Context: an optimization exercise on an open-source flow, tuned for small area. The choices shown serve that exercise and are no tape-out recipe.
Where RTL was checked, it was by simulation tests only, not by an equivalence proof against the original.
Only the layout flow was run in run 1; the RTL was not checked for function there.
Power is estimated from default activity; no workload was simulated. No driver is modelled on the clock port, so clocking that relies on it looks cheaper here than on a real chip.

`flow/flow/run.sh`:
```
#!/bin/bash
# Standard layout, with the port buffers made from the smallest buffer cell, the synthesis
# buffers removed at floorplan (placement is not timing driven) and a clock tree built
# without dummy loads.
set -euo pipefail
export BUFFER_PORTS_ARGS="-buffer_cell sky130_fd_sc_hd__buf_1"
export REMOVE_ABC_BUFFERS=1
export CTS_ARGS="-sink_clustering_enable -repair_clock_nets -sink_clustering_size 30 -sink_clustering_max_diameter 90 -dont_use_dummy_load"
bash standard.sh > standard.log 2>&1
```
`flow/standard.sh`:
```
#!/bin/bash
# synth_recipe.tcl (not shown) runs the flow's synth.tcl, then flattens the netlist and writes it again
# the make line also repeats each setting of config.mk as NAME=value (left out here)
make -C /OpenROAD-flow-scripts/flow DESIGN_CONFIG=/design/flow/config.mk WORK_HOME=/design/flow/orfs CLKGATE_MAP_FILE= SYNTH_SCRIPT=/design/flow/synth_recipe.tcl "${@:-finish}"
```
`flow/config.mk`:
```
export PLATFORM = sky130hd
export DESIGN_NAME = stride_prefetcher
export DESIGN_NICKNAME = stride_prefetcher
export VERILOG_FILES = /design/flow/design.v
export SDC_FILE = /design/flow/constraint.sdc
export NUM_CORES = 4
export LEC_CHECK = 0
export CAP_MARGIN = 20
export CORE_MARGIN = 2
export CORE_UTILIZATION = 65
export CTS_CLUSTER_DIAMETER = 90
export CTS_CLUSTER_SIZE = 30
export GPL_TIMING_DRIVEN = 0
export SLEW_MARGIN = 20
```
`flow/constraint.sdc`:
```
create_clock -name core_clock -period 10.0 [get_ports {clk_i}]
set_input_delay 2.0000 -clock core_clock [delete_from_list [all_inputs] [get_ports {clk_i}]]
set_output_delay 2.0000 -clock core_clock [all_outputs]
set_load 0.01 [all_outputs]
```
`flow/design.v`:
```
package pf_pkg;
    localparam int unsigned ADDR_W = 32;
    localparam int unsigned PAGE_OFFSET_W = 12;
    localparam int unsigned LINE_OFFSET_W = 6;
    localparam int unsigned TAG_W = ADDR_W - PAGE_OFFSET_W;
    localparam int unsigned COUNT_W = 8;
    localparam int unsigned NBLOCKS_RESET = 8;
    typedef logic signed [PAGE_OFFSET_W:0] stride_t;
    typedef enum logic [1:0] {
        TS_INIT,
        TS_STRIDE,
        TS_HIT1,
        TS_HIT2
    } train_state_e;
endpackage
`timescale 1ns/1ps
module stride_prefetcher #(
    parameter int unsigned TABLE_ENTRIES = 8,
    parameter int unsigned FIFO_DEPTH    = 8,
    parameter int unsigned MAX_CREDITS   = 2
) (
    input  logic                       clk_i,
    input  logic                       rst_ni,
    input  logic                       snoop_valid_i,
    input  logic [pf_pkg::ADDR_W-1:0]  snoop_addr_i,
    input  logic                       cfg_valid_i,
    input  logic [pf_pkg::COUNT_W-1:0] cfg_nblocks_i,
    output logic                       req_valid_o,
    output logic [pf_pkg::ADDR_W-1:0]  req_addr_o,
    input  logic                       credit_i
);
    localparam int unsigned NE    = TABLE_ENTRIES;
    localparam int unsigned IDX_W = (NE > 1) ? $clog2(NE) : 1;
    localparam int unsigned VC_W  = $clog2(NE + 1);
    localparam int unsigned ND    = FIFO_DEPTH;
    localparam int unsigned PTR_W = (ND > 1) ? $clog2(ND) : 1;
    localparam int unsigned CNT_W = $clog2(ND + 1);
    localparam int unsigned CRED_W = $clog2(MAX_CREDITS + 1);
    localparam int unsigned TAG_W = pf_pkg::TAG_W;
    localparam int unsigned OFF_W = pf_pkg::PAGE_OFFSET_W;
    localparam int unsigned BASE_W = pf_pkg::ADDR_W - pf_pkg::LINE_OFFSET_W;
    localparam int unsigned NB_W  = pf_pkg::COUNT_W;
    logic [NB_W-1:0] nblocks_q;
    always_ff @(posedge clk_i or negedge rst_ni) begin
        if (!rst_ni) begin
            nblocks_q <= NB_W'(pf_pkg::NBLOCKS_RESET);
        end else if (cfg_valid_i) begin
            nblocks_q <= cfg_nblocks_i;
        end
    end
    logic [VC_W-1:0]  vcnt_q;
    logic [TAG_W-1:0] tag_q [NE];
    logic [OFF_W-1:0] idx_q [NE];
    logic [OFF_W-1:0] str_q [NE];
    logic [1:0]       st_q  [NE];
    logic             mru_q [NE][NE];
    logic [TAG_W-1:0] snoop_tag;
    logic [OFF_W-1:0] snoop_idx;
    logic [NE-1:0]    hit_vec;
    logic [NE-1:0]    lru_vec;
    logic [NE-1:0]    free_vec;
    logic [NE-1:0]    sel_vec;
    logic             hit;
    logic             free_found;
    logic [OFF_W-1:0] h_idx;
    logic [OFF_W-1:0] h_str;
    logic [1:0]       h_st;
    logic [OFF_W:0]   new_stride;
    logic             stride_match;
    logic [1:0]       new_state;
    logic             emit;
    logic [pf_pkg::ADDR_W-1:0] target_addr;
    logic [OFF_W+1:0] sum2;
    logic             pred_ok;
    assign snoop_tag  = snoop_addr_i[pf_pkg::ADDR_W-1:OFF_W];
    assign snoop_idx  = snoop_addr_i[OFF_W-1:0];
    assign free_found = (vcnt_q != VC_W'(NE));
    always_comb begin
        for (int i = 0; i < NE; i++) begin
            hit_vec[i]  = (VC_W'(i) < vcnt_q) && (tag_q[i] == snoop_tag);
            free_vec[i] = (vcnt_q == VC_W'(i));
            lru_vec[i]  = 1'b1;
            for (int j = 0; j < NE; j++) begin
                if (j < i) lru_vec[i] = lru_vec[i] & mru_q[j][i];
                if (j > i) lru_vec[i] = lru_vec[i] & !mru_q[i][j];
            end
        end
    end
    assign hit     = |hit_vec;
    assign sel_vec = hit ? hit_vec : (free_found ? free_vec : lru_vec);
    always_comb begin
        h_idx = '0;
        h_str = '0;
        h_st  = '0;
        for (int i = 0; i < NE; i++) begin
            h_idx = h_idx | (idx_q[i] & {OFF_W{hit_vec[i]}});
            h_str = h_str | (str_q[i] & {OFF_W{hit_vec[i]}});
            h_st  = h_st  | (st_q[i]  & {2{hit_vec[i]}});
        end
    end
    always_comb begin
        logic c, a, b;
        c = 1'b1;
        for (int k = 0; k <= OFF_W; k++) begin
            a = (k < OFF_W) ? snoop_idx[k] : 1'b0;
            b = (k < OFF_W) ? !h_idx[k] : 1'b1;
            new_stride[k] = a ^ b ^ c;
            c = (a & b) | (a & c) | (b & c);
        end
    end
    assign stride_match = (h_st != 2'd0) && (snoop_idx == h_str);
    assign pred_ok      = (sum2[OFF_W+1:OFF_W] == 2'b00) && (snoop_idx != h_idx);
    assign sum2         = {1'b0, snoop_idx, 1'b0} - {2'b00, h_idx};
    always_comb begin
        if (!hit || !pred_ok) begin
            new_state = 2'd0;
        end else if (!stride_match) begin
            new_state = 2'd1;
        end else begin
            new_state = h_st + 2'd1;
        end
    end
    assign emit = snoop_valid_i && hit && (h_st == 2'd3) && stride_match;
    always_comb begin
        logic up, down, c_inc, c_dec;
        up    = !sum2[OFF_W+1] && sum2[OFF_W];
        down  = sum2[OFF_W+1];
        c_inc = 1'b1;
        c_dec = 1'b1;
        for (int b = 0; b < TAG_W; b++) begin
            target_addr[OFF_W+b] = snoop_tag[b] ^ ((up && c_inc) || (down && c_dec));
            c_inc = c_inc && snoop_tag[b];
            c_dec = c_dec && !snoop_tag[b];
        end
        target_addr[OFF_W-1:0] = sum2[OFF_W-1:0];
    end
    always_ff @(posedge clk_i or negedge rst_ni) begin
        if (!rst_ni) begin
            vcnt_q <= '0;
        end else if (snoop_valid_i && !hit && free_found) begin
            vcnt_q <= vcnt_q + 1'b1;
        end
    end
    always_ff @(posedge clk_i) begin
        for (int i = 0; i < NE; i++) begin
            if (snoop_valid_i && sel_vec[i]) begin
                tag_q[i] <= snoop_tag;
                idx_q[i] <= snoop_idx;
                str_q[i] <= sum2[OFF_W-1:0];
                st_q[i]  <= new_state;
            end
            for (int j = i + 1; j < NE; j++) begin
                if (snoop_valid_i && (sel_vec[i] || sel_vec[j])) begin
                    mru_q[i][j] <= sel_vec[i];
                end
            end
        end
    end
    logic [BASE_W-1:0] fb_q [ND];
    logic [OFF_W:0]    fs_q [ND];
    logic [NB_W-1:0]   fn_q [ND];
    logic [PTR_W-1:0]  wptr_q;
    logic [ND-1:0]     rptr_q;      
    logic [ND-1:0]     rptr_next;
    logic [CNT_W-1:0]  cnt_q;
    logic              pend_q;
    logic              full;
    logic              pop;
    logic              rd_adv;
    assign full      = (cnt_q == CNT_W'(ND));
    assign rd_adv    = pop || (pend_q && full);
    assign rptr_next = rd_adv ? {rptr_q[ND-2:0], rptr_q[ND-1]} : rptr_q;
    always_ff @(posedge clk_i or negedge rst_ni) begin
        if (!rst_ni) begin
            wptr_q <= '0;
            rptr_q <= ND'(1);
            cnt_q  <= '0;
            pend_q <= 1'b0;
        end else begin
            pend_q <= emit;
            if (emit) begin
                wptr_q <= wptr_q + 1'b1;
            end
            rptr_q <= rptr_next;
            if (pend_q && !rd_adv) begin
                cnt_q <= cnt_q + 1'b1;
            end else if (rd_adv && !pend_q) begin
                cnt_q <= cnt_q - 1'b1;
            end
        end
    end
    always_ff @(posedge clk_i) begin
        for (int i = 0; i < ND; i++) begin
            if (emit && (wptr_q == PTR_W'(i))) begin
                fb_q[i] <= target_addr[pf_pkg::ADDR_W-1:pf_pkg::LINE_OFFSET_W];
                fs_q[i] <= new_stride;
                fn_q[i] <= nblocks_q;
            end
        end
    end
    logic              busy_q;
    logic              oop_q;
    logic [pf_pkg::ADDR_W-1:0] addr_q;
    logic [OFF_W:0]    stride_q;
    logic [NB_W-1:0]   remain_q;
    logic [CRED_W-1:0] credits_q;
    logic              busy_next;
    logic              last_req;
    logic [OFF_W+1:0]  step;
    assign pop         = !busy_q && (cnt_q != '0);
    assign req_valid_o = busy_q && !oop_q && (credits_q != '0);
    assign req_addr_o  = {addr_q[pf_pkg::ADDR_W-1:pf_pkg::LINE_OFFSET_W], {pf_pkg::LINE_OFFSET_W{1'b0}}};
    assign last_req    = req_valid_o && (remain_q == NB_W'(1));
    assign busy_next   = pop ? (remain_q != '0) : (busy_q && !oop_q && !last_req);
    always_comb begin
        logic c, a, b;
        c = 1'b0;
        for (int k = 0; k <= OFF_W + 1; k++) begin
            a = (k < OFF_W) ? addr_q[k] : 1'b0;
            b = (k <= OFF_W) ? stride_q[k] : stride_q[OFF_W];
            step[k] = a ^ b ^ c;
            c = (a & b) | (a & c) | (b & c);
        end
    end
    always_ff @(posedge clk_i or negedge rst_ni) begin
        if (!rst_ni) begin
            busy_q    <= 1'b0;
            credits_q <= CRED_W'(MAX_CREDITS);
        end else begin
            busy_q    <= busy_next;
            credits_q <= credits_q - CRED_W'(req_valid_o) + CRED_W'(credit_i);
        end
    end
    logic [BASE_W-1:0] head_b;
    logic [OFF_W:0]    head_s;
    logic [NB_W-1:0]   head_n;
    always_comb begin
        head_b = '0;
        head_s = '0;
        head_n = '0;
        for (int i = 0; i < ND; i++) begin
            head_b = head_b | (fb_q[i] & {BASE_W{rptr_next[i]}});
            head_s = head_s | (fs_q[i] & {(OFF_W+1){rptr_next[i]}});
            head_n = head_n | (fn_q[i] & {NB_W{rptr_next[i]}});
        end
    end
    always_ff @(posedge clk_i) begin
        if (!busy_next) begin
            addr_q   <= {head_b, {pf_pkg::LINE_OFFSET_W{1'b0}}};
            stride_q <= head_s;
            remain_q <= head_n;
            oop_q    <= 1'b0;
        end else if (req_valid_o) begin
            addr_q[OFF_W-1:0] <= step[OFF_W-1:0];
            remain_q          <= remain_q - 1'b1;
            oop_q             <= |step[OFF_W+1:OFF_W];
        end
    end
endmodule
```
==> impl_metrics.toml, run 1 <==
[run_status]
outcome = "timing/DRC/antenna clean"

[sta]
fin_crit_ps = 9760
fin_hold_ws_ps = 472
setup_tns_ps = 0
hold_viol = 0
finalClockSkew_ps = 78.7
setup_viol = 0
rsz0062_at_grt = "false"
tightest_slew_ps = 1110
finalMaxSlewViolations = 0
timing.fmax_mhz = 102
slew_headroom_pct = 26.0
timing.final.crit_share_pct = 97.6

[critical_path]
path_buf_inv = 4
crit_type = "primary input to register"
start_kind = "primary input"
path_cells = "buf_2 -> xor2_1 -> nor3_4 -> buf_4 -> nand2_1 -> nor4_4 -> buf_4 -> a22oi_1 -> nand4_1 -> ha_1 -> inv_1 -> fa_1 -> fa_1 -> fa_1 -> fa_1 -> fa_1 -> fa_1 -> fa_1 -> fa_1 -> fa_1 -> fa_1 -> fa_1"
cp-end-kind = "register"
cp_data_arrival_time_ps = 10160
cp_common_cell = "fa_1"
slowest_stage = "fa_1"
critPathMaxFanout = 17
cp_top_family = "adder cells"
slowest_delay_ps = 720
cp.required_ps = 10400

[yosys]
async_flop_share_pct = 3.62
ys_seq_area_share_pct = 72.4
synth_seq_cells = 857
netlist_instances = 2239
yosysMostFrequentCell = "edfxtp_1"
synth.avg_cell_area_sq_um = 15.7
synthTopCellsByCount = "819 x edfxtp_1, 169 x a22oi_1, 129 x xnor2_1"
synth-edff-count = 819
yosysWarnings = 9
synth_area_sq_um = 35300
yosysTopAreaCell = "edfxtp_1"
synth_flop_cell = "edfxtp_1"
ys_types = 80
synthTopCellsByArea = "edfxtp_1 70%, a22oi_1 3.6%, xnor2_1 3.2%"
synth_top_area_share_pct = 69.8

[power]
pwr_density_cell_nw_per_um2 = 173
ir_drop_mv = 0.204
p_leak_nw = 11.9

[global_route]
grt_antenna_before_repair = 0
grt_overflow = 0
grt_pass1_vias = 19900
gr-usage-all-layers_pct = 29.6
grt_pass1_wl_mm = 123
grt_start_max_net_pins = 49

[job]
max_cap_violations = 0

[final_layout]
layout-drive-gt1-share_pct = 7.92
final_cells = 2933
area_growth_pct = 5.59
final_nets = 2349
fin_util_pct = 69.3

[clock_network]
cts_made_buffers = 36
cts_root_buf = "clkbuf_16"
clkSinkCount = 857
clockBufferDepth = 3
htreeDepth = 2
tritoncts = "yes"
cts.clk_slew.worst_paths_ps = 100
insertion_delay_ps = 610

[die]
dieHeight_um = 237
start_util_pct = 65.6
coreArea_sq_um = 53700
die_w_um = 237
rows = 85
die_area_sq_um = 56100
io-pin-count = 78

[placement]
dp_cells = 2894
place_congestion = 0.846
dp_hpwl_mm = 48.1
io_buffers = 71

[detailed_routing]
dr.first_iter.drc_count = 2141
dr.pass1.iters = 6
antenna_left = 0
drt_wl_total_mm = 82.0
vias_per_cell = 6.73
wire_per_inst_um = 28.0
vias = 19700
remaining_drc_errors = 0

[min_path]
min_path_type = "register to register"
## layer usage
layer / share of wire (%) / global-route usage, % / up-vias
met5: 0 / 0 / -
met4: 2.9 / 9.42 / 0
met3: 7.8 / 4.42 / 128
met2: 49 / 49.4 / 858
met1: 40 / 40.7 / 10100
li1: - / - / 8673
## cell families after synthesis
group / share of synthesized area (%)
xor+xnor: 5.37
fa+ha+maj: 2.85
buf+inv: 3.22
flops: 72.4
compound gates: 8.59
other cells: 0.0106
simple gates: 6.99
mux: 0.603
## sequential cells by signal (all words and copies together), names as in the netlist
name       flops
str_q         96
idx_q         96
nblocks_q      8
remain_q       8
vcnt_q         4
wptr_q         3
tag_q        160
oop_q          1
cnt_q          4
stride_q      13
pend_q         1
st_q          16
busy_q         1
fs_q         104
fb_q         208
credits_q      2
fn_q          64
addr_q        32
mru_q         28
rptr_q         8
## tightest hold or removal path, cell delays in order, from the launching register on
cell and delay, ps:
dfxtp_1 330, nand2_1 50, a21oi_1 50
## worst paths after layout
check,start,endpoint,slack (ps),cells after the start
max,snoop_addr_i[31],fs_q[6][11]$_DFFE_PP_,240,22
min,addr_q[0]$_SDFFE_PP0P_,addr_q[0]$_SDFFE_PP0P_,470,2
max reg2reg,vcnt_q[3]$_DFFE_PN0P_,fs_q[6][11]$_DFFE_PP_,1370,21
min reg2reg,addr_q[0]$_SDFFE_PP0P_,addr_q[0]$_SDFFE_PP0P_,470,2
max in group asynchronous,rst_ni,credits_q[1]$_DFF_PN1_,8180,2
min in group asynchronous,rst_ni,nblocks_q[0]$_DFFE_PN0P_,1300,1
## area by class of cell
cell class                 count  area [sq um]
tap                          696           871
inverter                      82           329
clock buffer                  36           901
timing repair buffer         107           738
antenna                        1          2.50
multi-input combinational   1154          8870
sequential                   857         25500
fill                        3557         16500
## through the flow
step,power [mW],setup slack [ps],cell area (sq um)
6_report,6.45,243,37200
5_1_grt,6.65,23.4,37200
4_1_cts,6.46,91.6,37200
3_5_place_dp,4.87,-1160,36200
3_3_place_gp,4.84,-6100,35600
2_1_floorplan,4.62,-413,34400
## repair_timing
item,CTS,global route
gates resized for setup,4,11
setup buffers,2,0
endpoints found under the hold margin,0,0
pin swaps,2,0
hold buffers,0,0
setup endpoints to repair,24,16
## power by group
group          internal, mW  switching [mW]
Clock                 0.652            1.00
Combinational         0.139           0.409
Sequential             4.16          0.0872
Total                  4.96            1.50
## cells in the final DEF, fill, tap and decap left out, types with 7 or more instances in the layout
| cell | n |
|---|---|
| xor2_1 | 87 |
| inv_4 | 8 |
| nor3_1 | 35 |
| mux2_4 | 8 |
| buf_2 | 25 |
| mux2_2 | 10 |
| dfrtp_1 | 28 |
| dfxtp_1 | 7 |
| a22o_1 | 38 |
| o32ai_1 | 20 |
| a221oi_1 | 37 |
| o21ai_0 | 7 |
| a22oi_1 | 169 |
| and3_1 | 16 |
| nand4b_1 | 8 |
| buf_4 | 14 |
| o22ai_1 | 25 |
| nor2_1 | 44 |
| edfxtp_1 | 819 |
| a21oi_1 | 28 |
| xnor2_1 | 121 |
| buf_1 | 50 |
| nand2_1 | 86 |
| xnor2_2 | 7 |
| nor4_1 | 35 |
| nand3_1 | 74 |
| ha_1 | 42 |
| clkbuf_16 | 36 |
| nand4_1 | 84 |
| fa_1 | 24 |
| a31oi_1 | 14 |
| inv_1 | 72 |
==> run 2, diff against run 1 <==
--- a/flow/design.v
+++ b/flow/design.v
@@ -70,7 +70,10 @@
     logic [1:0]       new_state;
     logic             emit;
     logic [pf_pkg::ADDR_W-1:0] target_addr;
-    logic [OFF_W+1:0] sum2;
+    logic [OFF_W-1:0] pred;
+    logic             pred_ge;
+    logic             pred_up;
+    logic             pred_down;
     logic             pred_ok;
     assign snoop_tag  = snoop_addr_i[pf_pkg::ADDR_W-1:OFF_W];
     assign snoop_idx  = snoop_addr_i[OFF_W-1:0];
@@ -98,19 +101,25 @@
             h_st  = h_st  | (st_q[i]  & {2{hit_vec[i]}});
         end
     end
-    always_comb begin
-        logic c, a, b;
-        c = 1'b1;
+    assign stride_match = (h_st != 2'd0) && (snoop_idx == h_str);
+    assign pred_ok      = !pred_up && !pred_down && (snoop_idx != h_idx);
+    always_comb begin
+        logic c1, c2, a1, a2, b;
+        c1 = 1'b1;
+        c2 = 1'b1;
         for (int k = 0; k <= OFF_W; k++) begin
-            a = (k < OFF_W) ? snoop_idx[k] : 1'b0;
-            b = (k < OFF_W) ? !h_idx[k] : 1'b1;
-            new_stride[k] = a ^ b ^ c;
-            c = (a & b) | (a & c) | (b & c);
-        end
-    end
-    assign stride_match = (h_st != 2'd0) && (snoop_idx == h_str);
-    assign pred_ok      = (sum2[OFF_W+1:OFF_W] == 2'b00) && (snoop_idx != h_idx);
-    assign sum2         = {1'b0, snoop_idx, 1'b0} - {2'b00, h_idx};
+            b  = (k < OFF_W) ? !h_idx[k] : 1'b1;
+            a1 = (k < OFF_W) ? snoop_idx[k] : 1'b0;
+            a2 = (k >= 1) ? snoop_idx[k-1] : 1'b0;
+            new_stride[k] = a1 ^ b ^ c1;
+            if (k < OFF_W) pred[k] = a2 ^ b ^ c2;
+            c1 = (a1 & b) | (a1 & c1) | (b & c1);
+            c2 = (a2 & b) | (a2 & c2) | (b & c2);
+        end
+    end
+    assign pred_ge   = ({snoop_idx[OFF_W-2:0], 1'b0} >= h_idx);
+    assign pred_up   = snoop_idx[OFF_W-1] && pred_ge;
+    assign pred_down = !snoop_idx[OFF_W-1] && !pred_ge;
     always_comb begin
         if (!hit || !pred_ok) begin
             new_state = 2'd0;
@@ -122,17 +131,15 @@
     end
     assign emit = snoop_valid_i && hit && (h_st == 2'd3) && stride_match;
     always_comb begin
-        logic up, down, c_inc, c_dec;
-        up    = !sum2[OFF_W+1] && sum2[OFF_W];
-        down  = sum2[OFF_W+1];
+        logic c_inc, c_dec;
         c_inc = 1'b1;
         c_dec = 1'b1;
         for (int b = 0; b < TAG_W; b++) begin
-            target_addr[OFF_W+b] = snoop_tag[b] ^ ((up && c_inc) || (down && c_dec));
+            target_addr[OFF_W+b] = snoop_tag[b] ^ ((pred_up && c_inc) || (pred_down && c_dec));
             c_inc = c_inc && snoop_tag[b];
             c_dec = c_dec && !snoop_tag[b];
         end
-        target_addr[OFF_W-1:0] = sum2[OFF_W-1:0];
+        target_addr[OFF_W-1:0] = pred;
     end
     always_ff @(posedge clk_i or negedge rst_ni) begin
         if (!rst_ni) begin
@@ -146,7 +153,7 @@
             if (snoop_valid_i && sel_vec[i]) begin
                 tag_q[i] <= snoop_tag;
                 idx_q[i] <= snoop_idx;
-                str_q[i] <= sum2[OFF_W-1:0];
+                str_q[i] <= pred;
                 st_q[i]  <= new_state;
             end
             for (int j = i + 1; j < NE; j++) begin
--- a/flow/config.mk
+++ b/flow/config.mk
@@ -5,10 +5,10 @@
 export SDC_FILE = /design/flow/constraint.sdc
 export NUM_CORES = 4
 export LEC_CHECK = 0
-export CAP_MARGIN = 20
+export CAP_MARGIN = 10
 export CORE_MARGIN = 2
 export CORE_UTILIZATION = 65
 export CTS_CLUSTER_DIAMETER = 90
 export CTS_CLUSTER_SIZE = 30
 export GPL_TIMING_DRIVEN = 0
-export SLEW_MARGIN = 20
+export SLEW_MARGIN = 10
==> impl_metrics.toml, run 2 <==
[run_status]
outcome = "timing/DRC/antenna clean"

[yosys]
ys_types = 71
synth_top_area_share_pct = 71.1
yosysWarnings = 9
synth.avg_cell_area_sq_um = 16.6
netlist_instances = 2083
yosysMostFrequentCell = "edfxtp_1"
synth_flop_cell = "edfxtp_1"
synth_seq_cells = 857
synth_area_sq_um = 34600
ys_seq_area_share_pct = 73.8
async_flop_share_pct = 3.62
synthTopCellsByArea = "edfxtp_1 71%, a22oi_1 4.1%, xor2_1 4.1%"
synth-edff-count = 819
synthTopCellsByCount = "819 x edfxtp_1, 191 x a22oi_1, 162 x xor2_1"
yosysTopAreaCell = "edfxtp_1"

[sta]
worst_slack_ps = 513
fin_crit_ps = 9490
finalClockSkew_ps = 65.9
timing.final.crit_share_pct = 94.9
setup_viol = 0
finalMaxSlewViolations = 0
hold_viol = 0
slew_headroom_pct = 27.6
tightest_slew_ps = 1090
timing.fmax_mhz = 105

[final_layout]
fin_util_pct = 70.3
layout_common_cells = "819 x edfxtp_1, 191 x a22oi_1, 160 x xor2_1"
largest_register_ffs = 208
layout-drive-gt1-share_pct = 8.49
final_common_cell = "edfxtp_1"
largestRegisters = "fb_q x208, tag_q x160, fs_q x104"
largest-register = "fb_q"
final_nets = 2247
area_growth_pct = 6.79

[clock_network]
clkSinkCount = 857
tritoncts = "yes"
cts_root_buf = "clkbuf_16"
htreeDepth = 2
cts_made_buffers = 36
clockBufferDepth = 3
insertion_delay_ps = 600
cts.clk_slew.worst_paths_ps = 100
hold_buffers = 0

[detailed_routing]
drt_wl_total_mm = 76.3
wire_per_inst_um = 27.2
remaining_drc_errors = 0
met1_length_mm = 32.8
dr.first_iter.drc_count = 1974
wl_met2_mm = 37.6
vias_per_cell = 6.56
antenna_left = 0
wl_met3_mm = 4.52
vias = 18400
top_layer = "met4"
dr.pass1.iters = 5

[global_route]
grt_start_max_net_pins = 65
grt_antenna_before_repair = 1
gr-usage-all-layers_pct = 27.7
grt_pass1_wl_mm = 115
grt_overflow = 0
grt_pass1_vias = 18300

[critical_path]
critPathLaunch = "snoop_addr_i[15]"
cp_data_arrival_time_ps = 9780
cp-end-kind = "register"
r2r-end = "fs_q[7][11]$_DFFE_PP_"
worstRegToRegCells = 21
critPathMaxFanout = 22
r2r-start = "vcnt_q[3]$_DFFE_PN0P_"
start_kind = "primary input"
crit_type = "primary input to register"
worst-r2r-setup-slack_ps = 1710
cp.required_ps = 10290

[die]
die_w_um = 235
dieHeight_um = 235
rows = 84
die_area_sq_um = 55100
start_util_pct = 65.8
coreArea_sq_um = 52600
io-pin-count = 78

[power]
power_mw = 6.36
p_seq_share_pct = 66.6
p_sw_share_pct = 22.4
power_frac_comb_pct = 7.4
ir_drop_mv = 0.271
pwr_density_cell_nw_per_um2 = 172
p_int_mw = 4.93
p_switching_mw = 1.43
power_frac_clock_pct = 26.0
p_leak_nw = 12.0

[job]
max_cap_violations = 0

[placement]
place_congestion = 0.853
io_buffers = 71
pre_cts_ws_ps = -1300
dp_hpwl_mm = 44.8

[min_path]
min_path_type = "register to register"
hold_depth = 1
hold_path_end = "cnt_q[3]$_DFFE_PN0P_"
worstHoldStart = "cnt_q[3]$_DFFE_PN0P_"
run 2: routing by layer:
metal	track usage, %	up-vias
li1	-	8183
met5	0	-
met1	40.2	9544
met2	45.9	618
met4	5.73	0
met3	3.55	96
run 2: timing repair:
| action | 4_1_cts | 5_1_grt |
|---|---|---|
| resized for setup | 16 | 26 |
| setup buffers | 5 | 10 |
| pin swaps | 3 | 5 |
| gates cloned | 2 | 0 |
| endpoints found under the setup margin | 96 | 72 |
run 2: power by group through the flow:
stage	Sequential, mW	Clock [mW]	Combinational [mW]
after floorplan	4.29	0	0.264
after global placement	4.32	0	0.422
after detailed placement	4.31	0	0.463
after CTS	4.23	1.68	0.468
after global routing	4.25	1.80	0.515
final	4.23	1.66	0.471
run 2: layout make-up:
cell class | instances | area (sq um)
antenna | 1 | 2.50
tap | 688 | 861
clock buffer | 36 | 901
sequential | 857 | 25500
timing repair buffer | 119 | 1040
inverter | 52 | 198
multi-input combinational | 1057 | 8420
fill | 3379 | 15600
run 2: worst max-delay path, stage by stage:
cell and delay, ps:
buf_2 500, xor2_1 240, nor4_4 370, nand3_1 280, nor3_4 310, buf_8 190
buf_4 180, a22oi_1 70, nand2_1 90, a221oi_1 70, nand2_2 210, ha_1 190
inv_1 50, fa_1 430, fa_1 450, fa_1 430, fa_1 430, fa_1 440
fa_1 470, fa_1 450, fa_1 430, fa_1 430, fa_1 450, fa_1 610
run 2: worst max path at each step:
stage                                         to  slack (ps)  cells past startpoint
after floorplan            fs_q[0][11]$_DFFE_PP_         220                     19
after global placement    str_q[4][11]$_DFFE_PP_       -3830                     19
after detailed placement   fb_q[7][24]$_DFFE_PP_       -1300                     34
after CTS                  fb_q[1][25]$_DFFE_PP_          90                     32
after global routing       fb_q[4][23]$_DFFE_PP_        -130                     33
final                      fs_q[7][11]$_DFFE_PP_         510                     24
run 2: cell families (layout without fill, tap and decap cells):
kind of cell,count (synthesis),count (layout),share of synthesized area [%]
xor+xnor,208,208,5.27
mux,24,24,0.763
compound gates,359,359,7.92
flops,857,857,73.8
fa+ha+maj,79,79,3.60
buf+inv,176,207,2.56
other cells,1,7,0.0108
simple gates,379,381,6.12
run 2: through the flow:
stage | TNS (ps) | instance area (sq um) | instances | hold slack (ps)
5_1_grt | -2380 | 36900 | 2810 | 489
3_5_place_dp | -117220 | 35800 | 2756 | 464
6_report | 0 | 36900 | 2810 | 484
2_1_floorplan | 0 | 33900 | 1964 | 441
4_1_cts | 0 | 36800 | 2799 | 481
3_3_place_gp | -1732200 | 35000 | 2723 | 447
==> run 3, diff against run 2 <==
--- a/flow/config.mk
+++ b/flow/config.mk
@@ -5,10 +5,10 @@
 export SDC_FILE = /design/flow/constraint.sdc
 export NUM_CORES = 4
 export LEC_CHECK = 0
-export CAP_MARGIN = 10
+export CAP_MARGIN = 20
 export CORE_MARGIN = 2
 export CORE_UTILIZATION = 65
 export CTS_CLUSTER_DIAMETER = 90
 export CTS_CLUSTER_SIZE = 30
 export GPL_TIMING_DRIVEN = 0
-export SLEW_MARGIN = 10
+export SLEW_MARGIN = 20
==> impl_metrics.toml, run 3 <==
[detailed_routing]
remaining_drc_errors = 0
vias_per_cell = 6.56
vias = 18300
dr.first_iter.drc_count = 2063
antenna_left = 0
drt_wl_total_mm = 75.2
dr.pass1.iters = 6
wire_per_inst_um = 26.9

[sta]
slew_headroom_pct = 27.5
setup_tns_ps = 0
timing.fmax_mhz = 105
fin_hold_ws_ps = 480
hold_viol = 0
tightest_slew_ps = 1090
fin_crit_ps = 9500
finalClockSkew_ps = 62.7
setup_viol = 0
finalMaxSlewViolations = 0
timing.final.crit_share_pct = 95.0

[final_layout]
final_nets = 2231
largestRegisters = "fb_q x208, tag_q x160, fs_q x104"
final_common_cell = "edfxtp_1"
layout-drive-gt1-share_pct = 7.74
largest_register_ffs = 208
area_growth_pct = 6.16
layout_common_cells = "819 x edfxtp_1, 191 x a22oi_1, 160 x xor2_1"
largest-register = "fb_q"
design_area_sq_um = 36700

[yosys]
synth_flop_cell = "edfxtp_1"
synth-edff-count = 819
ys_types = 71
yosysWarnings = 9
synth_seq_cells = 857
ys_seq_area_share_pct = 73.8
synth_area_sq_um = 34600
synthTopCellsByArea = "edfxtp_1 71%, a22oi_1 4.1%, xor2_1 4.1%"
async_flop_share_pct = 3.62
synth.avg_cell_area_sq_um = 16.6
synth_top_area_share_pct = 71.1
netlist_instances = 2083
yosysMostFrequentCell = "edfxtp_1"
synthTopCellsByCount = "819 x edfxtp_1, 191 x a22oi_1, 162 x xor2_1"
yosysTopAreaCell = "edfxtp_1"

[power]
p_leak_nw = 11.9
ir_drop_mv = 0.245
pwr_density_cell_nw_per_um2 = 173

[global_route]
grt_pass1_vias = 18200
grt_antenna_before_repair = 1
grt_overflow = 0
gr-usage-all-layers_pct = 27.3
grt_pass1_wl_mm = 114
grt_start_max_net_pins = 49

[clock_network]
clockBufferDepth = 3
cts.clk_slew.worst_paths_ps = 110
insertion_delay_ps = 600
tritoncts = "yes"
htreeDepth = 2
cts_made_buffers = 36
clkSinkCount = 857
cts_root_buf = "clkbuf_16"
hold_buffers = 0

[die]
coreArea_sq_um = 52600
dieHeight_um = 235
die_area_sq_um = 55100
start_util_pct = 65.8
die_w_um = 235
io-pin-count = 78
rows = 84

[critical_path]
crit_type = "primary input to register"
start_kind = "primary input"
cp_data_arrival_time_ps = 9790
critPathMaxFanout = 20
cp.required_ps = 10300
cp-end-kind = "register"

[placement]
place_congestion = 0.853
dp_hpwl_mm = 43.7
io_buffers = 71
placed_area_sq_um = 35700

[run_status]
outcome = "timing/DRC/antenna clean"

[min_path]
min_path_type = "register to register"

[job]
max_cap_violations = 0
## run 3: cell counts after synthesis
Identical to the previous run, type by type.
## run 3: what timing repair did
action                                  4_1_cts  5_1_grt
buffers inserted                              0        7
gates resized for setup                       2       19
pin swaps                                     0        4
endpoints found under the setup margin       56       88
## run 3: cells by family after synthesis
family | after synthesis | synth area share (%)
xor gates and xnor gates | 208 | 5.27
AOI/OAI and AO/OA | 359 | 7.92
muxes | 24 | 0.763
buffers and inverters | 176 | 2.56
other | 1 | 0.0108
adders and majority gates | 79 | 3.60
DFF | 857 | 73.8
and+or+nand+nor | 379 | 6.12
## run 3: final timing paths
| kind | to | startpoint | slack (ps) | depth (start not counted) |
|---|---|---|---|---|
| max | fs_q[7][11]$_DFFE_PP_ | snoop_addr_i[28] | 500 | 22 |
| min | addr_q[0]$_SDFFE_PP0P_ | addr_q[0]$_SDFFE_PP0P_ | 480 | 2 |
| max reg2reg | fs_q[7][11]$_DFFE_PP_ | vcnt_q[3]$_DFFE_PN0P_ | 1620 | 22 |
| min reg2reg | addr_q[0]$_SDFFE_PP0P_ | addr_q[0]$_SDFFE_PP0P_ | 480 | 2 |
| max in group asynchronous | credits_q[1]$_DFF_PN1_ | rst_ni | 8120 | 2 |
| min in group asynchronous | vcnt_q[3]$_DFFE_PN0P_ | rst_ni | 1300 | 1 |
## run 3: area by class of cell
class / count / area [sq um]
antenna: 1 / 2.50
clock buffer: 36 / 901
fill: 3412 / 15800
inverter: 52 / 215
tap: 688 / 861
sequential: 857 / 25500
multi-input combinational: 1055 / 8380
timing repair buffer: 105 / 845
## run 3: where the power goes
part           leakage, nW  switching [mW]  internal, mW
clock network        0.444            1.00         0.653
logic                 3.50           0.330         0.120
registers             7.98          0.0873          4.15
## run 3: through the flow
| step | cells | util (%) | total power [mW] | worst slack, ps |
|---|---|---|---|---|
| detailed placement | 2750 | 67.9 | 4.76 | -868 |
| CTS | 2786 | 69.6 | 6.36 | 9.19 |
| global route | 2794 | 69.9 | 6.54 | -11.9 |
| global placement | 2723 | 66.7 | 4.74 | -3830 |
| floorplan | 1964 | - | 4.55 | 220 |
| finish | 2794 | 69.9 | 6.34 | 505 |
## run 3: critical path, cell delays in order
cell	delay, ps
buf_2	460
xor2_1	160
or4_1	520
nor3_2	230
nor3b_4	370
buf_4	260
buf_6	170
a22oi_1	100
nand2_2	260
ha_1	190
inv_1	50
fa_1	420
fa_1	440
fa_1	430
fa_1	430
fa_1	440
fa_1	470
fa_1	450
fa_1	430
fa_1	420
fa_1	440
fa_1	610
## run 3: routing by layer
layer  vias up  track usage (%)  part of all wire, %
met1      9493             39.1                   43
met2       609             45.8                   49
met3        82             3.79                  6.1
li1       8146                -                    -
met4         0             4.99                  1.7
met5         -                0                    0
==> run 4, diff against run 3 <==
--- a/flow/flow/run.sh
+++ b/flow/flow/run.sh
@@ -5,5 +5,5 @@
 set -euo pipefail
 export BUFFER_PORTS_ARGS="-buffer_cell sky130_fd_sc_hd__buf_1"
 export REMOVE_ABC_BUFFERS=1
-export CTS_ARGS="-sink_clustering_enable -repair_clock_nets -sink_clustering_size 30 -sink_clustering_max_diameter 90 -dont_use_dummy_load"
+export CTS_ARGS="-sink_clustering_enable -repair_clock_nets -sink_clustering_size 30 -sink_clustering_max_diameter 100 -dont_use_dummy_load"
 bash standard.sh > standard.log 2>&1
--- a/flow/config.mk
+++ b/flow/config.mk
@@ -7,8 +7,8 @@
 export LEC_CHECK = 0
 export CAP_MARGIN = 20
 export CORE_MARGIN = 2
-export CORE_UTILIZATION = 65
-export CTS_CLUSTER_DIAMETER = 90
+export CORE_UTILIZATION = 70
+export CTS_CLUSTER_DIAMETER = 100
 export CTS_CLUSTER_SIZE = 30
 export GPL_TIMING_DRIVEN = 0
 export SLEW_MARGIN = 20
==> impl_metrics.toml, run 4 <==
[critical_path]
crit_type = "primary input to register"
worstRegToRegCells = 22
cp-end-kind = "register"
path_cells = "buf_2 -> xor2_1 -> nor4_1 -> nand2_1 -> nor3_4 -> buf_6 -> a22oi_1 -> nand2_1 -> a221oi_1 -> nand2_2 -> ha_1 -> inv_1 -> fa_1 -> fa_1 -> fa_1 -> fa_1 -> fa_1 -> fa_1 -> fa_1 -> fa_1 -> fa_1 -> fa_1 -> fa_1"
r2r-start = "vcnt_q[3]$_DFFE_PN0P_"
critPathLaunch = "snoop_addr_i[31]"
r2r-end = "fs_q[0][11]$_DFFE_PP_"
cp_top_family = "adder cells"
cp_data_arrival_time_ps = 9780
critical_path_depth = 23
critPathMaxFanout = 17
slowest_stage = "fa_1"
slowest_delay_ps = 610
crit_path_end = "fs_q[0][11]$_DFFE_PP_"
worst-r2r-setup-slack_ps = 1470
start_kind = "primary input"
cp_common_cell = "fa_1"
cp.required_ps = 10300
path_buf_inv = 3

[final_layout]
area_growth_pct = 5.98
final_common_cell = "edfxtp_1"
final_nets = 2229
layout-drive-gt1-share_pct = 7.70
largestRegisters = "fb_q x208, tag_q x160, fs_q x104"
layout_common_cells = "819 x edfxtp_1, 191 x a22oi_1, 160 x xor2_1"
nFillCells = 2980
antennaDiodeCount = 0
largest-register = "fb_q"
largest_register_ffs = 208

[yosys]
ys_types = 71
async_flop_share_pct = 3.62
synth.avg_cell_area_sq_um = 16.6
yosysTopAreaCell = "edfxtp_1"
synthTopCellsByArea = "edfxtp_1 71%, a22oi_1 4.1%, xor2_1 4.1%"
yosysMostFrequentCell = "edfxtp_1"
synth_flop_cell = "edfxtp_1"
yosysWarnings = 9
synth_area_sq_um = 34600
ys_seq_area_share_pct = 73.8
netlist_instances = 2083
synth_seq_cells = 857
synth_top_area_share_pct = 71.1
synth-edff-count = 819
synthTopCellsByCount = "819 x edfxtp_1, 191 x a22oi_1, 162 x xor2_1"

[die]
io-pin-count = 78
die_area_sq_um = 51200
rows = 81
die_w_um = 226
dieHeight_um = 226
start_util_pct = 70.8
coreArea_sq_um = 48800

[power]
power_frac_clock_pct = 25.4
ir_drop_mv = 0.224
p_int_mw = 4.89
p_switching_mw = 1.40
pwr_density_cell_nw_per_um2 = 171
p_sw_share_pct = 22.3
p_leak_nw = 11.9
power_frac_comb_pct = 7.3
p_seq_share_pct = 67.4
power_mw = 6.29

[sta]
setup_viol = 0
timing.fmax_mhz = 106
rsz0062_at_grt = "false"
timing.final.crit_share_pct = 94.8
setup_tns_ps = 0
slew_headroom_pct = 30.1
tightest_slew_ps = 1050
fin_crit_ps = 9480
finalClockSkew_ps = 51.8
finalMaxSlewViolations = 0
hold_viol = 0

[global_route]
grt_pass1_vias = 18500
grt_pass1_wl_mm = 110
grt_antenna_before_repair = 0
grt_overflow = 0
gr-usage-all-layers_pct = 29.4
grt_start_max_net_pins = 49

[detailed_routing]
antenna_left = 0
remaining_drc_errors = 0
drt_wl_total_mm = 74.3
vias_per_cell = 6.71
wire_per_inst_um = 26.9
vias = 18600
dr.pass1.iters = 9
dr.first_iter.drc_count = 2080

[clock_network]
hold_buffers = 0
insertion_delay_ps = 600
cts_root_buf = "clkbuf_16"
cts.clk_slew.worst_paths_ps = 110
cts_made_buffers = 34
tritoncts = "yes"
clkSinkCount = 857
clockBufferDepth = 3
htreeDepth = 2

[min_path]
min_path_type = "register to register"

[job]
max_cap_violations = 0

[placement]
dp_hpwl_mm = 43.5
io_buffers = 71
place_congestion = 0.846

[run_status]
outcome = "timing/DRC/antenna clean"
-- run 4: cells by family (layout without fill, tap and decap cells) --
family	Yosys count	in the layout	share of synthesized area (%)
other cells	1	6	0.0108
xor+xnor	208	208	5.27
flops	857	857	73.8
compound gates	359	359	7.92
fa+ha+maj	79	79	3.60
buf+inv	176	191	2.56
simple gates	379	379	6.12
mux	24	24	0.763
-- run 4: worst min path at each step --
stage                           start                endpoint  depth (start not counted)
3_3_place_gp   addr_q[0]$_SDFFE_PP0P_  addr_q[0]$_SDFFE_PP0P_                          2
3_5_place_dp     cnt_q[3]$_DFFE_PN0P_    cnt_q[3]$_DFFE_PN0P_                          1
4_1_cts          cnt_q[3]$_DFFE_PN0P_    cnt_q[3]$_DFFE_PN0P_                          1
5_1_grt        addr_q[1]$_SDFFE_PP0P_  addr_q[1]$_SDFFE_PP0P_                          2
2_1_floorplan  addr_q[0]$_SDFFE_PP0P_  addr_q[0]$_SDFFE_PP0P_                          2
6_report         cnt_q[3]$_DFFE_PN0P_    cnt_q[3]$_DFFE_PN0P_                          1
-- run 4: area by class of cell --
cell class | instances | area [sq um] | share of cell area [%]
Tap cell | 664 | 831 | 2.27
Clock buffer | 34 | 851 | 2.32
Multi-Input combinational cell | 1055 | 8400 | 22.9
Timing Repair Buffer | 105 | 853 | 2.33
Sequential cell | 857 | 25500 | 69.6
Inverter | 52 | 210 | 0.573
-- run 4: power groups by stage --
stage	clock (mW)	combinational, mW	sequential [mW]
floorplan	0	0.264	4.29
global placement	0	0.417	4.32
detailed placement	0	0.449	4.31
CTS	1.62	0.451	4.23
global route	1.72	0.498	4.25
finish	1.60	0.456	4.23
-- run 4: per-layer routing --
layer	up-vias	wire length [um]	global-route usage (%)
met5	-	0	0
met4	0	1230	6.24
met3	84	5580	4.33
met2	786	37800	50.1
met1	9552	29700	41.1
li1	8151	-	-
-- run 4: through the flow --
stage               hold slack (ps)  cell area (sq um)  instances  utilization (%)  setup WS (ps)
global placement                446              35000       2699             71.7          -3730
detailed placement              465              35700       2726             73.0           -659
CTS                             487              36500       2760             74.8           87.8
floorplan                       441              33900       1964                -            220
global route                    505              36700       2767             75.0           13.5
finish                          480              36700       2767             75.0            521
-- run 4: repair_timing --
action                                  in CTS  in global routing
gates cloned                                 0                  0
endpoints found under the setup margin       8                 72
resized for setup                            3                 14
buffers inserted                             0                  7
pin swaps                                    0                  5
==> run 5, diff against run 4 <==
==> flow/flow/run.sh (replaced) <==
#!/bin/bash
# Standard layout, with the port buffers made from the smallest buffer cell and a clock
# tree built without dummy loads.
set -euo pipefail
export BUFFER_PORTS_ARGS="-buffer_cell sky130_fd_sc_hd__buf_1"
export CTS_ARGS="-sink_clustering_enable -repair_clock_nets -sink_clustering_size 30 -sink_clustering_max_diameter 100 -dont_use_dummy_load"
bash standard.sh > standard.log 2>&1
--- a/flow/config.mk
+++ b/flow/config.mk
@@ -7,8 +7,7 @@
 export LEC_CHECK = 0
 export CAP_MARGIN = 20
 export CORE_MARGIN = 2
-export CORE_UTILIZATION = 70
+export CORE_UTILIZATION = 65
 export CTS_CLUSTER_DIAMETER = 100
 export CTS_CLUSTER_SIZE = 30
-export GPL_TIMING_DRIVEN = 0
 export SLEW_MARGIN = 20
==> impl_metrics.toml, run 5 <==
[critical_path]
crit_path_end = "fs_q[2][11]$_DFFE_PP_"
r2r-start = "vcnt_q[3]$_DFFE_PN0P_"
worst-r2r-setup-slack_ps = 1900
r2r-end = "fb_q[4][24]$_DFFE_PP_"
critPathLaunch = "snoop_addr_i[25]"
critPathMaxFanout = 12
worstRegToRegCells = 32
cp_data_arrival_time_ps = 9620
crit_type = "primary input to register"
cp.required_ps = 10290
start_kind = "primary input"
cp-end-kind = "register"

[yosys]
synthTopCellsByCount = "819 x edfxtp_1, 191 x a22oi_1, 162 x xor2_1"
synth_seq_cells = 857
synth_top_family_by_area = "compound AO/OA/AOI/OAI gates"
synth_flop_cell = "edfxtp_1"
ys_types = 71
yosysTopAreaCell = "edfxtp_1"
post_synth_mux_area_share_pct = 0.763
synthTopCellsByArea = "edfxtp_1 71%, a22oi_1 4.1%, xor2_1 4.1%"
netlist_instances = 2083
yosysMostFrequentCell = "edfxtp_1"
yosys.area_share.simple_pct = 6.12
synth_area_sq_um = 34600
async_flop_share_pct = 3.62
ys_seq_area_share_pct = 73.8
synth_compound_area_share_pct = 7.92
synth.avg_cell_area_sq_um = 16.6
synth-xor-area-share_pct = 5.27
yosysWarnings = 9
synth_top_area_share_pct = 71.1
synth-edff-count = 819
synthAdderAreaFrac_pct = 3.60

[final_layout]
final_nets = 2295
design_area_sq_um = 36800
final_common_cell = "edfxtp_1"
largest_register_ffs = 208
area_growth_pct = 6.42
fin_util_pct = 70.0
layout-drive-gt1-share_pct = 9.22
largest-register = "fb_q"
layout_common_cells = "819 x edfxtp_1, 191 x a22oi_1, 162 x xor2_1"
largestRegisters = "fb_q x208, tag_q x160, fs_q x104"

[placement]
io_buffers = 71
pre_cts_ws_ps = 89.8
placed_area_sq_um = 35900
place_congestion = 0.874
dp_hpwl_mm = 47.8

[global_route]
grt_pass1_vias = 18800
grt_overflow = 0
grt_antenna_before_repair = 2
grt_pass1_wl_mm = 118
gr-usage-all-layers_pct = 28.5
grt_start_max_net_pins = 65

[detailed_routing]
wire_per_inst_um = 27.3
drt_wl_total_mm = 78.1
remaining_drc_errors = 0
dr.first_iter.drc_count = 2044
antenna_left = 0
dr.pass1.iters = 5
vias = 18800
vias_per_cell = 6.56

[clock_network]
clockBufferDepth = 3
post-cts-setup-buffers = 0
cts_made_buffers = 34
insertion_delay_ps = 600
cts.clk_slew.worst_paths_ps = 110
cts_root_buf = "clkbuf_16"
hold_buffers = 0
clkSinkCount = 857
cts_resized = 0
tritoncts = "yes"
htreeDepth = 2

[die]
start_util_pct = 65.8
dieHeight_um = 235
io-pin-count = 78
die_area_sq_um = 55100
die_w_um = 235
rows = 84
coreArea_sq_um = 52600

[run_status]
outcome = "timing/DRC/antenna clean"

[sta]
fin_crit_ps = 9330
finalMaxSlewViolations = 0
hold_viol = 0
finalClockSkew_ps = 47.7
timing.fmax_mhz = 107
timing.final.crit_share_pct = 93.3
worst_slack_ps = 674
setup_tns_ps = 0
rsz0062_at_grt = "false"
slew_headroom_pct = 28.7
tightest_slew_ps = 1070
setup_viol = 0

[power]
p_leak_nw = 12.1
pwr_density_cell_nw_per_um2 = 172
ir_drop_mv = 0.207

[job]
max_cap_violations = 0

[min_path]
min_path_type = "register to register"
## run 5: cell types whose count changed in the layout (fill, tap and decap cells not counted), sizes merged
cell    before  now
buf         99  171
clkbuf      40   34
diode        0    1
## run 5: layout make-up
class | count | area [sq um]
fill | 3419 | 15700
tap | 688 | 861
timing repair buffer | 171 | 1140
multi-input combinational | 1055 | 8250
inverter | 52 | 195
clock buffer | 34 | 851
antenna | 1 | 2.50
sequential | 857 | 25500
## run 5: cells by family (layout without fill, tap and decap cells)
kind of cell | after synthesis | count (layout)
XOR/XNOR | 208 | 208
AND/OR/NAND/NOR | 379 | 379
adder cells (fa/ha/maj) | 79 | 79
other | 1 | 7
buffers and inverters | 176 | 257
flip-flops | 857 | 857
AO/OA/AOI/OAI | 359 | 359
multiplexers | 24 | 24
## run 5: worst min path at each step
stage,from,end,slack [ps],depth (start not counted)
floorplan,addr_q[0]$_SDFFE_PP0P_,addr_q[0]$_SDFFE_PP0P_,440,2
global placement,addr_q[0]$_SDFFE_PP0P_,addr_q[0]$_SDFFE_PP0P_,450,2
detailed placement,cnt_q[3]$_DFFE_PN0P_,cnt_q[3]$_DFFE_PN0P_,470,1
CTS,cnt_q[3]$_DFFE_PN0P_,cnt_q[3]$_DFFE_PN0P_,480,1
global route,cnt_q[3]$_DFFE_PN0P_,cnt_q[3]$_DFFE_PN0P_,510,1
finish,cnt_q[3]$_DFFE_PN0P_,cnt_q[3]$_DFFE_PN0P_,480,1
## run 5: report_power, final
part | total (mW) | internal (mW) | switching (mW)
combinational | 0.483 | 0.132 | 0.351
clock | 1.62 | 0.619 | 0.998
sequential | 4.23 | 4.15 | 0.0874
total | 6.33 | 4.90 | 1.44
## run 5: metrics by stage
step | total power, mW | hold slack [ps] | instances
global route | 6.53 | 513 | 2858
detailed placement | 4.79 | 465 | 2822
finish | 6.33 | 480 | 2858
global placement | 4.78 | 447 | 2822
CTS | 6.35 | 483 | 2856
floorplan | 4.58 | 441 | 2088
## run 5: layer usage
metal / wire (um) / vias to the layer above / part of all wire, % / track usage, %
li1: - / 8260 / - / -
met1: 32800 / 9637 / 42 / 41.6
met2: 38500 / 761 / 49 / 47.0
met3: 5380 / 101 / 6.9 / 3.35
met4: 1420 / 2 / 1.8 / 6.35
met5: 11 / - / 0.014 / 0
## run 5: worst max-delay path, stage by stage
cell and delay, ps:
buf_1 710, xor2_1 150, nor4_1 280, nand4_1 370, nor3_2 440, a22oi_1 140
nand2_1 100, a221oi_1 60, nand2_1 210, ha_1 170, inv_1 50, fa_1 430
fa_1 450, fa_1 430, fa_1 460, fa_1 440, fa_1 430, fa_1 430
fa_1 430, fa_1 430, fa_1 420, fa_1 580
==> run 6, diff against run 5 <==
--- a/flow/design.v
+++ b/flow/design.v
@@ -72,6 +72,9 @@
     logic [pf_pkg::ADDR_W-1:0] target_addr;
     logic [OFF_W-1:0] pred;
     logic             pred_ge;
+    logic             pred_lo_ge;
+    logic [OFF_W-1:0] dbl;
+    localparam int unsigned LO_W = OFF_W / 2;
     logic             pred_up;
     logic             pred_down;
     logic             pred_ok;
@@ -115,9 +118,12 @@
             if (k < OFF_W) pred[k] = a2 ^ b ^ c2;
             c1 = (a1 & b) | (a1 & c1) | (b & c1);
             c2 = (a2 & b) | (a2 & c2) | (b & c2);
-        end
-    end
-    assign pred_ge   = ({snoop_idx[OFF_W-2:0], 1'b0} >= h_idx);
+            if (k == LO_W - 1) pred_lo_ge = c2;
+        end
+    end
+    assign dbl       = {snoop_idx[OFF_W-2:0], 1'b0};
+    assign pred_ge   = (dbl[OFF_W-1:LO_W] > h_idx[OFF_W-1:LO_W])
+                    || ((dbl[OFF_W-1:LO_W] == h_idx[OFF_W-1:LO_W]) && pred_lo_ge);
     assign pred_up   = snoop_idx[OFF_W-1] && pred_ge;
     assign pred_down = !snoop_idx[OFF_W-1] && !pred_ge;
     always_comb begin
==> flow/flow/run.sh (replaced) <==
#!/bin/bash
# Standard layout, with the port buffers made from the smallest buffer cell, the synthesis
# buffers removed at floorplan (placement is not timing driven) and a clock tree built
# without dummy loads.
set -euo pipefail
export BUFFER_PORTS_ARGS="-buffer_cell sky130_fd_sc_hd__buf_1"
export REMOVE_ABC_BUFFERS=1
export CTS_ARGS="-sink_clustering_enable -repair_clock_nets -sink_clustering_size 30 -sink_clustering_max_diameter 100 -dont_use_dummy_load"
bash standard.sh > standard.log 2>&1
--- a/flow/config.mk
+++ b/flow/config.mk
@@ -7,7 +7,8 @@
 export LEC_CHECK = 0
 export CAP_MARGIN = 20
 export CORE_MARGIN = 2
-export CORE_UTILIZATION = 65
+export CORE_UTILIZATION = 70
 export CTS_CLUSTER_DIAMETER = 100
 export CTS_CLUSTER_SIZE = 30
+export GPL_TIMING_DRIVEN = 0
 export SLEW_MARGIN = 20
==> impl_metrics.toml, run 6 <==
[sta]
timing.fmax_mhz = 103
fin_hold_ws_ps = 471
tightest_slew_ps = 1100
slew_headroom_pct = 26.6
hold_viol = 0
finalMaxSlewViolations = 0
fin_crit_ps = 9710
setup_tns_ps = 0
setup_viol = 0
finalClockSkew_ps = 49.3
timing.final.crit_share_pct = 97.1

[critical_path]
cp-end-kind = "register"
cp_data_arrival_time_ps = 9980
critPathMaxFanout = 17
r2r-end = "fb_q[1][22]$_DFFE_PP_"
cp_common_cell = "fa_1"
crit_type = "primary input to register"
worstRegToRegCells = 27
r2r-start = "vcnt_q[1]$_DFFE_PN0P_"
start_kind = "primary input"
slowest_stage = "xnor2_1"
cp.required_ps = 10270
worst-r2r-setup-slack_ps = 1420
slowest_delay_ps = 730

[min_path]
hold_path_end = "addr_q[0]$_SDFFE_PP0P_"
min_path_type = "register to register"
hold_depth = 2
worstHoldStart = "addr_q[0]$_SDFFE_PP0P_"

[die]
start_util_pct = 71.2
die_w_um = 225
die_area_sq_um = 50600
dieHeight_um = 225
io-pin-count = 78
coreArea_sq_um = 47900
rows = 80

[power]
pwr_density_cell_nw_per_um2 = 172
p_leak_nw = 11.7
ir_drop_mv = 0.177

[yosys]
synth_top_area_share_pct = 72.0
synth.avg_cell_area_sq_um = 16.8
netlist_instances = 2035
synthTopCellsByCount = "819 x edfxtp_1, 182 x a22oi_1, 143 x xnor2_1"
synth-edff-count = 819
yosysMostFrequentCell = "edfxtp_1"
synth_area_sq_um = 34200
synth_seq_cells = 857
async_flop_share_pct = 3.62
synthTopCellsByArea = "edfxtp_1 72%, a22oi_1 4.0%, xnor2_1 3.7%"
yosysTopAreaCell = "edfxtp_1"
yosysWarnings = 9
synth_flop_cell = "edfxtp_1"
ys_seq_area_share_pct = 74.7
ys_types = 64

[final_layout]
layout-drive-gt1-share_pct = 8.64
layout_common_cells = "819 x edfxtp_1, 182 x a22oi_1, 143 x xnor2_1"
largest_register_ffs = 208
largest-register = "fb_q"
regArea_sq_um = 25500
final_nets = 2180
area_growth_pct = 6.33
antennaDiodeCount = 0
largestRegisters = "fb_q x208, tag_q x160, fs_q x104"
final_common_cell = "edfxtp_1"
multi_input_area_sq_um = 8150
nFillCells = 2754

[clock_network]
htreeDepth = 2
cts_made_buffers = 34
hold_buffers = 0
tritoncts = "yes"
cts_root_buf = "clkbuf_16"
clockBufferDepth = 3
insertion_delay_ps = 600
cts.clk_slew.worst_paths_ps = 100
clkSinkCount = 857

[global_route]
grt_overflow = 0
grt_start_max_net_pins = 49
grt_pass1_vias = 17800
grt_pass1_wl_mm = 109
gr-usage-all-layers_pct = 29.5
grt_antenna_before_repair = 0

[detailed_routing]
drt_wl_total_mm = 74.0
dr.first_iter.drc_count = 2053
dr.pass1.iters = 7
vias = 18100
vias_per_cell = 6.75
wire_per_inst_um = 27.7
remaining_drc_errors = 0
antenna_left = 0

[job]
max_cap_violations = 0

[placement]
place_congestion = 0.864
io_buffers = 71
dp_hpwl_mm = 40.5

[run_status]
outcome = "timing/DRC/antenna clean"
run 6: through the flow:
step | util, % | std cells | cell area (sq um) | power [mW] | setup slack [ps]
2_1_floorplan | - | 1909 | 33500 | 4.53 | 331
3_3_place_gp | 72.1 | 2595 | 34600 | 4.70 | -2720
3_5_place_dp | 73.0 | 2610 | 35000 | 4.73 | -1860
4_1_cts | 75.2 | 2650 | 36100 | 6.27 | 42.9
5_1_grt | 75.8 | 2675 | 36300 | 6.44 | -6.90
6_report | 75.8 | 2675 | 36300 | 6.26 | 291
run 6: critical path: cells and delay by family:
kind                       cells  cell delay (ps)
xor gates and xnor gates       2              910
buffers and inverters          4              790
AOI/OAI and AO/OA              4              770
adders and majority gates      6             2170
and+or+nand+nor               11             3270
run 6: layout make-up:
type                    instances  area share [%]
flip-flops and latches        857            70.2
multi-input cells            1004            22.4
clock buffers                  34            2.34
repair buffers                111            2.26
well taps                     615            2.12
inverters                      54           0.606
run 6: repair_timing:
action,in CTS,in global routing
buffers inserted,3,21
cloned,3,3
pin swaps,8,10
setup endpoints to repair,128,40
resized for setup,34,15
run 6: metal layers:
layer	share of wire [%]	track usage, %
met3	7.2	3.17
met2	50	50.3
met5	0	0
met4	2.0	7.52
met1	41	41.5
run 6: logic make-up after synthesis:
group / count (synthesis) / share of synthesized area [%]
and+or+nand+nor: 331 / 5.29
buffers and inverters: 185 / 2.53
xor gates and xnor gates: 205 / 5.26
muxes: 23 / 0.744
adders and majority gates: 73 / 3.40
DFF: 857 / 74.7
AOI/OAI and AO/OA: 360 / 8.08
other: 1 / 0.0110
run 6: worst max path at each step:
stage / from / endpoint / slack [ps] / cells past startpoint
6_report: snoop_addr_i[31] / fb_q[1][22]$_DFFE_PP_ / 290 / 27
5_1_grt: snoop_addr_i[31] / fb_q[5][25]$_DFFE_PP_ / -7 / 27
4_1_cts: snoop_addr_i[25] / fb_q[6][25]$_DFFE_PP_ / 40 / 26
3_5_place_dp: snoop_addr_i[25] / fb_q[7][25]$_DFFE_PP_ / -1860 / 26
3_3_place_gp: snoop_addr_i[14] / fb_q[3][25]$_DFFE_PP_ / -2720 / 26
2_1_floorplan: snoop_addr_i[19] / fb_q[0][25]$_DFFE_PP_ / 330 / 26
run 6: report_power, final:
part	internal [mW]	switching, mW
logic	0.125	0.318
clock network	0.618	0.972
registers	4.14	0.0832
total	4.89	1.37
==> run 7, diff against run 6 <==
--- a/flow/flow/run.sh
+++ b/flow/flow/run.sh
@@ -5,5 +5,5 @@
 set -euo pipefail
 export BUFFER_PORTS_ARGS="-buffer_cell sky130_fd_sc_hd__buf_1"
 export REMOVE_ABC_BUFFERS=1
-export CTS_ARGS="-sink_clustering_enable -repair_clock_nets -sink_clustering_size 30 -sink_clustering_max_diameter 100 -dont_use_dummy_load"
+export CTS_ARGS="-sink_clustering_enable -repair_clock_nets -sink_clustering_size 30 -sink_clustering_max_diameter 90 -dont_use_dummy_load"
 bash standard.sh > standard.log 2>&1
--- a/flow/config.mk
+++ b/flow/config.mk
@@ -8,7 +8,7 @@
 export CAP_MARGIN = 20
 export CORE_MARGIN = 2
 export CORE_UTILIZATION = 70
-export CTS_CLUSTER_DIAMETER = 100
+export CTS_CLUSTER_DIAMETER = 90
 export CTS_CLUSTER_SIZE = 30
 export GPL_TIMING_DRIVEN = 0
 export SLEW_MARGIN = 20
==> impl_metrics.toml, run 7 <==
[run_status]
outcome = "timing/DRC/antenna clean"

[final_layout]
largestRegisters = "fb_q x208, tag_q x160, fs_q x104"
layout_common_cells = "819 x edfxtp_1, 182 x a22oi_1, 143 x xnor2_1"
final_common_cell = "edfxtp_1"
largest_register_ffs = 208
multi_input_area_sq_um = 8160
antennaDiodeCount = 0
largest-register = "fb_q"
layout-drive-gt1-share_pct = 8.78
nFillCells = 2750
regArea_sq_um = 25500
area_growth_pct = 6.49
final_nets = 2182

[clock_network]
clockBufferDepth = 3
tritoncts = "yes"
insertion_delay_ps = 600
cts_root_buf = "clkbuf_16"
htreeDepth = 2
hold_buffers = 0
cts.clk_slew.worst_paths_ps = 100
cts_made_buffers = 35
clkSinkCount = 857

[yosys]
ys_seq_area_share_pct = 74.7
netlist_instances = 2035
yosys.area_share.simple_pct = 5.29
synth_seq_cells = 857
yosysMostFrequentCell = "edfxtp_1"
synth_compound_area_share_pct = 8.08
post_synth_mux_area_share_pct = 0.744
yosysWarnings = 9
synthTopCellsByCount = "819 x edfxtp_1, 182 x a22oi_1, 143 x xnor2_1"
synth_top_area_share_pct = 72.0
synth-xor-area-share_pct = 5.26
async_flop_share_pct = 3.62
synth-edff-count = 819
yosysTopAreaCell = "edfxtp_1"
synth_flop_cell = "edfxtp_1"
synth.avg_cell_area_sq_um = 16.8
synth_top_family_by_area = "compound AO/OA/AOI/OAI gates"
synth_area_sq_um = 34200
synthAdderAreaFrac_pct = 3.40
ys_types = 64
synthTopCellsByArea = "edfxtp_1 72%, a22oi_1 4.0%, xnor2_1 3.7%"

[sta]
fin_crit_ps = 9680
finalMaxSlewViolations = 0
tightest_slew_ps = 1110
fin_hold_ws_ps = 470
setup_viol = 0
finalClockSkew_ps = 82.6
hold_viol = 0
worst_slack_ps = 319
timing.fmax_mhz = 103
slew_headroom_pct = 25.8
rsz0062_at_grt = "false"
timing.final.crit_share_pct = 96.8

[global_route]
grt_antenna_before_repair = 0
grt_pass1_vias = 17800
grt_overflow = 0
gr-usage-all-layers_pct = 29.6
grt_start_max_net_pins = 49
grt_pass1_wl_mm = 110

[detailed_routing]
vias = 18100
wl_met3_mm = 5.51
dr.pass1.iters = 5
wl_met2_mm = 37.5
antenna_left = 0
wire_per_inst_um = 27.8
remaining_drc_errors = 0
dr.first_iter.drc_count = 1946
met1_length_mm = 30.2
vias_per_cell = 6.77
drt_wl_total_mm = 74.5
top_layer = "met4"

[power]
p_leak_nw = 11.7
pwr_density_cell_nw_per_um2 = 173
p_int_mw = 4.91
power_frac_comb_pct = 7.1
power_mw = 6.29
p_seq_share_pct = 67.2
ir_drop_mv = 0.220
p_switching_mw = 1.39
p_sw_share_pct = 22.1
power_frac_clock_pct = 25.7

[placement]
place_congestion = 0.864
io_buffers = 71
pre_cts_ws_ps = -1860
dp_hpwl_mm = 40.5

[critical_path]
cp_data_arrival_time_ps = 9940
critPathMaxFanout = 19
start_kind = "primary input"
cp-end-kind = "register"
cp.required_ps = 10260
crit_type = "primary input to register"

[die]
io-pin-count = 78
die_w_um = 225
dieHeight_um = 225
die_area_sq_um = 50600
coreArea_sq_um = 47900
start_util_pct = 71.2
rows = 80

[job]
max_cap_violations = 0

[min_path]
min_path_type = "register to register"
run 7: cell types whose count changed in the layout (fill, tap and decap cells not counted):
cell | before | now
buf_2 | 9 | 7
clkbuf_16 | 34 | 35
buf_4 | 30 | 33
nor4_1 | 15 | 14
nor4_4 | 6 | 7
run 7: final timing paths:
| check | cells after the start | end | slack, ps | startpoint |
|---|---|---|---|---|
| max in group asynchronous | 2 | rptr_q[0]$_DFF_PN1_ | 8090 | rst_ni |
| worst min-delay path | 2 | addr_q[0]$_SDFFE_PP0P_ | 470 | addr_q[0]$_SDFFE_PP0P_ |
| worst max register to register | 27 | fb_q[1][22]$_DFFE_PP_ | 1410 | vcnt_q[1]$_DFFE_PN0P_ |
| min in group asynchronous | 1 | vcnt_q[2]$_DFFE_PN0P_ | 1350 | rst_ni |
| worst min register to register | 2 | addr_q[0]$_SDFFE_PP0P_ | 470 | addr_q[0]$_SDFFE_PP0P_ |
| worst max-delay path | 27 | fb_q[1][22]$_DFFE_PP_ | 320 | snoop_addr_i[29] |
run 7: area by class of cell:
| cell class | count | share of cell area (%) |
|---|---|---|
| repair buffers | 112 | 2.29 |
| well taps | 615 | 2.12 |
| multi-input cells | 1004 | 22.4 |
| inverters | 54 | 0.605 |
| flip-flops and latches | 857 | 70.1 |
| clock buffers | 35 | 2.41 |
run 7: power groups by stage:
stage	Combinational [mW]	Clock, mW	Sequential, mW
after global routing	0.484	1.74	4.24
final	0.446	1.62	4.23
after global placement	0.393	0	4.31
after CTS	0.440	1.63	4.23
after floorplan	0.250	0	4.28
after detailed placement	0.420	0	4.31
run 7: per-stage QoR:
| step | utilization [%] | TNS [ps] | instances | cell area (sq um) |
|---|---|---|---|---|
| finish | 75.9 | 0 | 2677 | 36400 |
| global route | 75.9 | 0 | 2677 | 36400 |
| CTS | 75.3 | 0 | 2652 | 36100 |
| detailed placement | 73.0 | -172770 | 2610 | 35000 |
| global placement | 72.1 | -960290 | 2595 | 34600 |
| floorplan | - | 0 | 1909 | 33500 |
run 7: kinds of logic after synthesis:
kind of cell	Yosys count
muxes	23
DFF	857
and+or+nand+nor	331
buffers and inverters	185
AOI/OAI and AO/OA	360
adders and majority gates	73
other	1
xor gates and xnor gates	205
run 7: layer usage:
layer | vias to the layer above | global-route usage [%]
li1 | 7929 | -
met1 | 9292 | 41.8
met2 | 799 | 50.7
met3 | 94 | 3.36
met4 | 0 | 6.77
met5 | - | 0
run 7: timing repair:
item	CTS	global route
gates resized for setup	36	17
setup buffers	3	22
pin swaps	8	10
cloned	4	2
setup endpoints to repair	128	40
run 7: worst max-delay path, cell delays in order:
cell and delay (ps):
buf_2 440, xnor2_1 180, nand3_1 130, nor4_4 440, and2_4 370, a22o_1 170, a221oi_1 50, nand3_2 240
fa_1 220, inv_1 50, fa_1 440, fa_1 440, fa_1 440, fa_1 470, nand4b_1 220, o21a_1 240
inv_1 70, ha_1 180, nand2b_1 90, or4_4 440, or4_4 450, or4_4 440, or3_4 360, or4_4 440
nor2_1 100, a21oi_1 60, xnor2_1 720

port drivers added, routing unchanged:
No port has a modelled driver above. Below, the same layouts with a new extraction and two added sets of constraints.
Step 1: set_driving_cell puts a clkbuf_16 on clk_i and a buf_2 on each other input, an assumption about the parent block.
Step 2, shift: input delay + t, output delay - t, t = (earliest + latest rising clock arrival at the registers) / 2. This alone moves slack from input paths to output paths.
Slacks: no drivers / after step 1 / after step 2; pairs: no drivers / after step 1.
run | t, ns | setup WS [ns] | hold WS [ns] | clock arrival spread, ns | worst slew at a driven data input, ns
run 1 | 0.640 | 0.243 / 0.286 / -0.354 | 0.472 / 0.472 / 0.472 | 0.078 / 0.078 | 0.08
run 2 | 0.627 | 0.513 / 0.548 / -0.079 | 0.484 / 0.484 / 0.484 | 0.066 / 0.066 | 0.07
run 3 | 0.634 | 0.505 / 0.547 / -0.087 | 0.480 / 0.480 / 0.480 | 0.063 / 0.062 | 0.08
run 4 | 0.634 | 0.521 / 0.560 / -0.074 | 0.480 / 0.480 / 0.480 | 0.052 / 0.052 | 0.06
run 5 | 0.637 | 0.674 / 0.708 / 0.071 | 0.480 / 0.480 / 0.480 | 0.048 / 0.048 | 0.09
run 6 | 0.639 | 0.291 / 0.328 / -0.311 | 0.471 / 0.471 / 0.471 | 0.050 / 0.049 | 0.06
run 7 | 0.621 | 0.319 / 0.359 / -0.262 | 0.470 / 0.470 / 0.470 | 0.083 / 0.083 | 0.06
With both steps, setup timing fails in 6 of these runs, where it was met with ideal ports. The setup slack of run 5, which loses most, moves by +0.034 ns with the drivers and by -0.603 ns with both steps.
